Source: an optimization exercise on an open RTL-to-GDS flow (aim: small area, a short achievable clock period and few clock cycles per item). Production flows keep margins and buffers that such runs may drop. Only simulation tests tie the RTL to the original design; equivalence was not proved.

## main
// lwe_keygen_top
module lwe_keygen_top #(
    parameter int unsigned                     Q         = 3329,
    parameter logic [lwe_regs_pkg::ADDR_W-1:0] BASE_ADDR = 32'h4000_6000
) (
    input  logic                            clk,
    input  logic                            rst_n,
    input  logic                            awvalid,
    output logic                            awready,
    input  logic [lwe_regs_pkg::ADDR_W-1:0] awaddr,
    input  logic                            wvalid,
    output logic                            wready,
    input  logic [lwe_regs_pkg::DATA_W-1:0] wdata,
    output logic                            bvalid,
    input  logic                            bready,
    output logic [1:0]                      bresp,
    input  logic                            arvalid,
    output logic                            arready,
    input  logic [lwe_regs_pkg::ADDR_W-1:0] araddr,
    output logic                            rvalid,
    input  logic                            rready,
    output logic [lwe_regs_pkg::DATA_W-1:0] rdata,
    output logic [1:0]                      rresp
);
==> flow/config.mk <==
export PLATFORM = sky130hd
export DESIGN_NAME = lwe_keygen_top
export DESIGN_NICKNAME = lwe_keygen_top
export VERILOG_FILES = /design/flow/design.v
export SDC_FILE = /design/flow/constraint.sdc
export NUM_CORES = 4
export LEC_CHECK = 0
export CAP_MARGIN = 20
export CORE_MARGIN = 2
export CORE_UTILIZATION = 40
export PLACE_DENSITY = 0.6
export SETUP_SLACK_MARGIN = 1.5
export SLEW_MARGIN = 20
==> flow/constraint.sdc <==
create_clock -name core_clock -period 30.0 [get_ports {clk}]
set_input_delay 6.0000 -clock core_clock [delete_from_list [all_inputs] [get_ports {clk}]]
set_output_delay 6.0000 -clock core_clock [all_outputs]
set_load 0.01 [all_outputs]
standard.sh (not shown) runs the stock make flow with config.mk's settings and CLKGATE_MAP_FILE= SYNTH_SCRIPT=/design/flow/synth_recipe.tcl, a recipe that flattens the netlist after the stock synthesis.
==> flow/flow/run.sh <==
#!/bin/bash
# The standard layout, with the port buffers made of buf_2 cells instead of the
# default delay buffers. Each tool's output goes to a log file in this folder.
set -euo pipefail
bash standard.sh BUFFER_PORTS_ARGS="-buffer_cell sky130_fd_sc_hd__buf_2" finish > standard_finish.log 2>&1
Testbench counts of main, summed over its fixed seeds: cycles 2,432, keygens 64.
The following lists how the feature branch was set up differently from main:
==> flow/flow/run.sh <==
#!/bin/bash
# The standard layout, with the port buffers made of buf_2 cells instead of the
# default delay buffers, and the resizer's setup repair aiming at 23.3 ns of slack on
# the 30 ns clock. Each tool's output goes to a log file in this folder.
set -euo pipefail
bash standard.sh BUFFER_PORTS_ARGS="-buffer_cell sky130_fd_sc_hd__buf_2" SETUP_SLACK_MARGIN=23.3 finish > standard_finish.log 2>&1
Results
- Per the final summary, the feature branch finished and its layout is clean on timing, DRC and antenna.
- main → the feature branch: final period utilization decreased by 1.8 points relative to the old numbers.
- Summary: with main as the reference, wire length of the first global-routing pass in the feature branch moved down slightly.
- [compare] base=main new=the feature branch: relative slew slack saw an increase; post-cts repair resize count rose 52.
- When the feature branch is measured against main, its maximum frequency turns out about 7% higher.
- The feature branch reports a lower post-layout minimum cycle time than main does.
- | area occupied by multi-input gates | lower: main |
- Between the feature branch and main, it is the feature branch whose placed standard-cell area is higher, by 0.33%.
- Between main and the feature branch, global-route usage decreased.

========
Another version of the RTL of lwe_keygen_top (not shown whole).
Size: ~2500 cells after synthesis, roughly 32000 µm² of cells after synthesis.
Settings: LEC_CHECK=0, CAP_MARGIN=20, CORE_MARGIN=2, CORE_UTILIZATION=40, PLACE_DENSITY=0.6, SETUP_SLACK_MARGIN=1.5, SLEW_MARGIN=20; clock period 30.0 ns.
==> flow/flow/run.sh <==
#!/bin/bash
# The standard layout, with three changes made through ORFS variables:
# - the port buffers are buf_2 cells instead of the default delay buffers;
# - clock tree synthesis clusters up to 24 sinks per leaf buffer and adds no dummy loads;
# - the resizer's setup repair aims at 22.8 ns of slack on the 30 ns clock.
# Each tool's output goes to a log file in this folder.
set -euo pipefail
bash standard.sh \
  BUFFER_PORTS_ARGS="-buffer_cell sky130_fd_sc_hd__buf_2" \
  CTS_ARGS="-sink_clustering_enable -repair_clock_nets -dont_use_dummy_load -sink_clustering_size 24 -sink_clustering_max_diameter 120" \
  SETUP_SLACK_MARGIN=22.8 \
  finish > standard_finish.log 2>&1
The baseline completed without violations.
Testbench counts at the start, summed over its fixed seeds: cycles 2,432, keygens 64.
Rerun with:
--- a/flow/flow/run.sh
+++ b/flow/flow/run.sh
@@ -4 +4 @@
-# - clock tree synthesis clusters up to 24 sinks per leaf buffer and adds no dummy loads;
+# - clock tree synthesis clusters up to 28 sinks per leaf buffer and adds no dummy loads;
@@ -10 +10 @@
-  CTS_ARGS="-sink_clustering_enable -repair_clock_nets -dont_use_dummy_load -sink_clustering_size 24 -sink_clustering_max_diameter 120" \
+  CTS_ARGS="-sink_clustering_enable -repair_clock_nets -dont_use_dummy_load -sink_clustering_size 28 -sink_clustering_max_diameter 120" \
Outcome: The new run completed with no timing, DRC or antenna violations; area after synthesis is unchanged; design area is about the same; first-iteration DRC count rises by a few percent.

========
lwe_keygen_top with an RTL version that a note above also has.
For scale: ~520 flip-flops, ~140 I/O pins, about 34000 um^2 of cells after synthesis.
Settings: LEC_CHECK=0, CAP_MARGIN=20, CORE_MARGIN=2, CORE_UTILIZATION=40, PLACE_DENSITY=0.6, SETUP_SLACK_MARGIN=1.5, SLEW_MARGIN=20; clock period 30.0 ns.
==> flow/flow/run.sh <==
#!/bin/bash
# The standard layout, with the port buffers made of buf_2 cells instead of the
# default delay buffers, and the resizer's setup repair aiming at 22.8 ns of slack on
# the 30 ns clock. Each tool's output goes to a log file in this folder.
set -euo pipefail
bash standard.sh BUFFER_PORTS_ARGS="-buffer_cell sky130_fd_sc_hd__buf_2" SETUP_SLACK_MARGIN=22.8 finish > standard_finish.log 2>&1
The starting point produced a clean layout.
Testbench counts at the start, summed over its fixed seeds: cycles 2,432, keygens 64.
Rerun with:
==> flow/run.sh (new file) <==
#!/bin/bash
# synth_recipe.tcl (not shown) runs the flow's synth.tcl, then flattens the netlist and writes it again
# the make line also repeats each setting of config.mk as NAME=value (left out here)
make -C /OpenROAD-flow-scripts/flow DESIGN_CONFIG=/design/flow/config.mk WORK_HOME=/design/flow/orfs CLKGATE_MAP_FILE= SYNTH_SCRIPT=/design/flow/synth_recipe.tcl finish
removed: flow/flow/run.sh
removed: flow/standard.sh
Clock skew rises by 15 ps.
Routed wire length went up by 1.4%.
Area after synthesis does not change.
Die area is unchanged.
Rerun with:
==> flow/flow/run.sh (new file) <==
#!/bin/bash
# The standard layout, with the port buffers made of buf_2 cells instead of the
# default delay buffers, and the resizer's setup repair aiming at 22.8 ns of slack on
# the 30 ns clock. Each tool's output goes to a log file in this folder.
set -euo pipefail
bash standard.sh BUFFER_PORTS_ARGS="-buffer_cell sky130_fd_sc_hd__buf_2" SETUP_SLACK_MARGIN=22.8 finish > standard_finish.log 2>&1
==> flow/standard.sh (new file) <==
#!/bin/bash
# synth_recipe.tcl (not shown) runs the flow's synth.tcl, then flattens the netlist and writes it again
# the make line also repeats each setting of config.mk as NAME=value (left out here)
make -C /OpenROAD-flow-scripts/flow DESIGN_CONFIG=/design/flow/config.mk WORK_HOME=/design/flow/orfs CLKGATE_MAP_FILE= SYNTH_SCRIPT=/design/flow/synth_recipe.tcl "${@:-finish}"
--- a/flow/config.mk
+++ b/flow/config.mk
@@ -10,2 +10,2 @@
-export CORE_UTILIZATION = 40
-export PLACE_DENSITY = 0.6
+export CORE_UTILIZATION = 65
+export PLACE_DENSITY = 0.75
removed: flow/run.sh
Effect: The new run completed with no timing, DRC or antenna violations; setup slack improved by 590 ps; synthesized cell count stays the same; sequential share of layout area rises by 1.1 points; utilization rises by 26 points; wire length falls by 2.2%; count of clock-buffer cells in the layout falls by 14; global-route usage rises by 15 points; final area falls by 2.7%.

-- static timing again, ports no longer ideal --
How much do the figures lean on ideal ports? The routed layouts below were timed once more, with nothing changed but the port constraints. Step 1 (the two cells are an assumption about what drives the block):
set clk [get_ports {clk}]
set_driving_cell -lib_cell sky130_fd_sc_hd__clkbuf_16 $clk
set_driving_cell -lib_cell sky130_fd_sc_hd__buf_2 [delete_from_list [all_inputs] $clk]
Step 2 also shifts input and output timing later by t, the mid clock arrival at the registers, as if the neighbouring blocks saw the same clock. Three values: ideal ports, drivers, drivers and shift; two values: the first two.
run	shift t [ns]	setup slack, ns	hold slack, ns	slew at the worst register clock pin (ns)	worst data-port slew with drivers (ns)
main	0.702	22.301 / 22.301 / 22.218	0.327 / 0.327 / 0.327	0.07 / 0.07	0.06
the feature branch	0.699	22.830 / 22.767 / 22.265	0.322 / 0.322 / 0.322	0.07 / 0.07	0.05
the first run of note 2	0.638	22.819 / 22.753 / 22.336	0.336 / 0.336 / 0.336	0.11 / 0.11	0.05
the second run of note 2	0.621	22.850 / 22.785 / 22.340	0.321 / 0.321 / 0.321	0.11 / 0.11	0.05
the first run of note 3	0.696	22.814 / 22.750 / 22.281	0.325 / 0.325 / 0.325	0.07 / 0.07	0.05
the second run of note 3	0.693	22.221 / 22.221 / 21.858	0.326 / 0.326 / 0.326	0.07 / 0.07	0.06
the third run of note 3	0.673	22.807 / 22.750 / 22.230	0.330 / 0.330 / 0.330	0.07 / 0.07	0.06
After both steps every run listed still meets setup and hold. The setup slack of the third run of note 3, which loses most, moves by -0.057 ns with the drivers and by -0.577 ns with both steps.
